This design comes from an exercise in tuning for small area, a short achievable clock period and few clock cycles per item on the open sky130 flow, not from production work.
Power figures rest on the tool's default switching activity, not on a simulated workload.

## old
==> flow/design.v <==
`default_nettype none
package pipe_pkg;
    typedef logic [4:0] reg_addr_t;
    typedef logic [31:0] word_t;
    typedef logic [31:0] inst_addr_t;
    typedef logic [31:0] data_addr_t;
    typedef enum logic [3:0] {
        ADD = 4'd0,
        SUB = 4'd1,
        AND = 4'd2,
        OR  = 4'd3,
        XOR = 4'd4,
        SLT = 4'd5,
        SLL = 4'd6,
        SRL = 4'd7,
        BEQ = 4'd8,
        BNE = 4'd9,
        LW  = 4'd10,
        SW  = 4'd11,
        NOP = 4'd12
    } cmd_t;
    typedef struct packed {
        cmd_t       cmd;
        inst_addr_t pc;
        word_t      rs1;
        word_t      rs2;
        word_t      imm;
        reg_addr_t  rd;
    } issue_t;
    typedef struct packed {
        cmd_t       cmdtype;
        reg_addr_t  rsd_addr;
        word_t      rsd_data;
        logic       write_rsd;
        logic       branch;
        inst_addr_t branch_address;
        data_addr_t mem_addr;
        logic       mem_read;
    } ex_mem_t;
    typedef struct packed {
        reg_addr_t rd;
        word_t     data;
    } wb_t;
    typedef logic [5:0] stall_t;
    localparam int STALL_EX  = 3;
    localparam int STALL_MEM = 4;
endpackage
`default_nettype wire
`timescale 1ns/1ps
`default_nettype none
module ex_mem_top #(
    parameter int DMEM_WORDS = 16
) (
    input  logic        clk_in,
    input  logic        reset,
    input  logic        rdy_in,
    input  logic [3:0]  issue_cmd,
    input  logic [31:0] issue_pc,
    input  logic [31:0] issue_rs1,
    input  logic [31:0] issue_rs2,
    input  logic [31:0] issue_imm,
    input  logic [4:0]  issue_rd,
    input  logic        issue_strobe,
    output logic        ex_busy,
    output logic [4:0]  wb_rd,
    output logic [31:0] wb_data,
    output logic        wb_strobe,
    output logic        branch_taken,
    output logic [31:0] branch_target
);
    localparam logic [3:0] C_ADD = 4'd0;
    localparam logic [3:0] C_SUB = 4'd1;
    localparam logic [3:0] C_AND = 4'd2;
    localparam logic [3:0] C_OR  = 4'd3;
    localparam logic [3:0] C_XOR = 4'd4;
    localparam logic [3:0] C_SLT = 4'd5;
    localparam logic [3:0] C_SLL = 4'd6;
    localparam logic [3:0] C_SRL = 4'd7;
    localparam logic [3:0] C_BEQ = 4'd8;
    localparam logic [3:0] C_BNE = 4'd9;
    localparam logic [3:0] C_LW  = 4'd10;
    localparam logic [3:0] C_SW  = 4'd11;
    assign ex_busy = !rdy_in;
    logic accept;
    assign accept = issue_strobe && rdy_in;
    logic        d_br, d_sll, d_shift, d_inv, d_sw, d_wb, d_taken;
    logic [31:0] d_rs1, d_a, d_b, d_g;
    logic [5:0]  d_addr;
    always_comb begin
        d_br    = (issue_cmd == C_BEQ) || (issue_cmd == C_BNE);
        d_sll   = (issue_cmd == C_SLL);
        d_shift = (issue_cmd == C_SLL) || (issue_cmd == C_SRL);
        d_inv   = (issue_cmd == C_SUB) || (issue_cmd == C_SLT);
        d_sw    = (issue_cmd == C_SW);
        d_wb    = (issue_cmd <= C_SRL) || (issue_cmd == C_LW);
        d_taken = ((issue_rs1 == issue_rs2) == (issue_cmd == C_BEQ)) && d_br;
        d_addr  = issue_rs1[5:0] + issue_imm[5:0];
        for (int i = 0; i < 32; i++) d_rs1[i] = d_sll ? issue_rs1[31-i] : issue_rs1[i];
        if (d_shift && issue_rs2[4]) d_rs1 = {16'd0, d_rs1[31:16]};
        if (d_shift && issue_rs2[3]) d_rs1 = {8'd0, d_rs1[31:8]};
        if (d_shift && issue_rs2[2]) d_rs1 = {4'd0, d_rs1[31:4]};
        d_a = d_br ? issue_pc : (d_sw ? 32'd0 : issue_rs1);
        d_b = d_br ? issue_imm : (d_inv ? ~issue_rs2 : issue_rs2);
        d_g = d_shift ? d_rs1 : (d_a & d_b);
    end
    logic        s_wb, s_br, s_sw;
    logic [31:0] s_g, s_p;
    logic        s_cin, s_g0, s_and, s_xor;
    logic        s_sum, s_slt, s_srl, s_sll;
    logic [15:0] s_sel;
    logic [1:0]  s_sh;
    logic [4:0]  s_rd;
    always_ff @(posedge clk_in) begin
        if (reset) begin
            s_wb <= 1'b0;
            s_br <= 1'b0;
            s_sw <= 1'b0;
        end else begin
            s_wb <= accept && d_wb;
            s_br <= accept && d_taken;
            s_sw <= accept && d_sw;
        end
    end
    always_ff @(posedge clk_in) begin
        s_g   <= d_g;
        s_p   <= d_a ^ d_b;
        s_cin <= d_inv;
        s_g0  <= (d_a[0] ^ d_b[0]) ? d_inv : d_a[0];
        s_and <= (issue_cmd == C_AND) || (issue_cmd == C_OR);
        s_xor <= (issue_cmd == C_XOR) || (issue_cmd == C_OR);
        s_sum <= (issue_cmd == C_ADD) || (issue_cmd == C_SUB) || d_br;
        s_slt <= (issue_cmd == C_SLT);
        s_srl <= (issue_cmd == C_SRL);
        s_sll <= d_sll;
        for (int w = 0; w < 16; w++)
            s_sel[w] <= (d_addr[5:2] == 4'(w)) && ((issue_cmd == C_LW) || d_sw);
        s_sh  <= issue_rs2[1:0];
        s_rd  <= issue_rd;
    end
    logic [31:0] dmem [DMEM_WORDS];
    logic [31:0] gn, pg, pp, ng, np, sum, lg, sh, sh_rev, rdata, result;
    logic        lt;
    int          j;
    always_comb begin
        gn = s_g;
        pg = gn;
        pp = s_p;
        pg[0] = s_g0;
        for (int l = 0; l < 5; l++) begin
            ng = pg;
            np = pp;
            for (int i = 0; i < 32; i++) begin
                if (i >= (1 << l)) begin
                    j = i - (1 << l);
                    ng[i] = pg[i] | (pp[i] & pg[j]);
                    np[i] = pp[i] & pp[j];
                end
            end
            pg = ng;
            pp = np;
        end
        sum = s_p ^ {pg[30:0], s_cin};
        lg  = ({32{s_and}} & gn) | ({32{s_xor}} & s_p);
        lt  = s_p[31] ? !pg[30] : s_g[31];
        sh  = s_g >> s_sh;
        for (int i = 0; i < 32; i++) sh_rev[i] = sh[31-i];
        rdata = '0;
        for (int w = 0; w < 16; w++) rdata = rdata | ({32{s_sel[w]}} & dmem[w]);
        result = ({32{s_sum}} & sum) | lg | {31'd0, s_slt & lt} |
                 ({32{s_srl}} & sh) | ({32{s_sll}} & sh_rev) |
                 rdata;
    end
    always_ff @(posedge clk_in) begin
        for (int w = 0; w < 16; w++) begin
            if (s_sw && s_sel[w]) dmem[w] <= s_p;
        end
    end
    logic        pend_wb, pend_br;
    logic [31:0] res;
    logic [4:0]  res_rd;
    always_ff @(posedge clk_in) begin
        if (reset) begin
            wb_strobe    <= 1'b0;
            branch_taken <= 1'b0;
            pend_wb      <= 1'b0;
            pend_br      <= 1'b0;
        end else begin
            wb_strobe    <= rdy_in && (s_wb || pend_wb);
            branch_taken <= rdy_in && (s_br || pend_br);
            pend_wb      <= !rdy_in && (s_wb || pend_wb);
            pend_br      <= !rdy_in && (s_br || pend_br);
        end
    end
    always_ff @(posedge clk_in) begin
        if (s_wb || s_br) begin
            res    <= result;
            res_rd <= s_rd;
        end
    end
    assign wb_data       = res;
    assign branch_target = res;
    assign wb_rd         = res_rd;
endmodule
`default_nettype wire
Settings: LEC_CHECK=0, CAP_MARGIN=20, CORE_MARGIN=2, CORE_UTILIZATION=60, CTS_BUF_LIST=sky130_fd_sc_hd__clkbuf_8, CTS_CLUSTER_DIAMETER=50, CTS_CLUSTER_SIZE=16, SETUP_SLACK_MARGIN=2.8, SLEW_MARGIN=20, TNS_END_PERCENT=100; clock period 5.0 ns.
standard.sh (not shown) runs the stock make flow with config.mk's settings and CLKGATE_MAP_FILE= SYNTH_SCRIPT=/design/flow/synth_recipe.tcl, a recipe that flattens the netlist after the stock synthesis.
==> flow/flow/run.sh <==
#!/bin/bash
# Standard ORFS layout (the standard.sh, unchanged synthesis), with two
# make settings: the port buffers start as buf_1 (the resizer may still
# upsize them), and clock tree synthesis inserts no dummy loads.
set -euo pipefail
bash standard.sh \
  BUFFER_PORTS_ARGS="-buffer_cell sky130_fd_sc_hd__buf_1" \
  CTS_ARGS="-sink_clustering_enable -repair_clock_nets -sink_clustering_size 16 -sink_clustering_max_diameter 50 -buf_list sky130_fd_sc_hd__clkbuf_8 -dont_use_dummy_load" \
  finish > standard_make.log 2>&1
Input-level comparison between new and old:
--- a/flow/design.v
+++ b/flow/design.v
@@ -149,10 +149,10 @@
         for (int l = 0; l < 5; l++) begin
             ng = pg;
             np = pp;
             for (int i = 0; i < 32; i++) begin
-                if (i >= (1 << l)) begin
-                    j = i - (1 << l);
+                if ((i >> l) & 1) begin
+                    j = ((i >> l) << l) - 1;
                     ng[i] = pg[i] | (pp[i] & pg[j]);
                     np[i] = pp[i] & pp[j];
                 end
             end
Findings:
new ended with more wire length on met1 than old.
Compared with old, new shows a lower power after layout.
new: global-route usage 0.24 points below old
Compared with old, new shows a arithmetic-cell share of the synthesized area counting full adders, half adders and majority gates that is 0.20 points higher.
Fraction of met3 tracks used by global routing | new above old
The highest routed metal layer comes out met4 in one run and met5 in the other, namely in old and new respectively.
On pin count of the biggest net entering global routing: new sits below old.
The number of nets produced by synthesis of new falls short of that of old by about 5%.
Where sum of routed wire length over all layers is concerned, old is outperformed by new.
Compared to old, new has number of inserted filler cells in the final layout 89 lower.
Any difference in portion of the clock cycle consumed by the worst path in the final layout between new and old is small enough to ignore.
Layout buffer count excluding clock buffers on new is down relative to old.
Function was not checked in any run of this note: the RTL went through the layout flow alone.

## separate check: timing with driven ports
The flow's constraints put no driver on any port. The routed layouts listed below were extracted and timed again, unchanged, in two steps. Step 1 assumes that a clkbuf_16 drives the clock port and a buf_2 every other input. Step 2 times the ports against the registers' clock, not the clock port: input delays grow and output delays shrink by t, the midpoint of the rising clock arrivals with the driver on. Three values: ideal ports, drivers, drivers and shift; two values: the first two.
run | t (ns) | slack for setup (ns) | clock arrival spread, ns
old | 0.722 | 2.496 / 2.496 / 1.895 | 0.109 / 0.109
new | 0.717 | 2.501 / 2.501 / 2.008 | 0.090 / 0.090
After both steps every run listed still meets setup and hold. The setup slack of old, which loses most, moves by 0.000 ns with the drivers and by -0.601 ns with both steps.
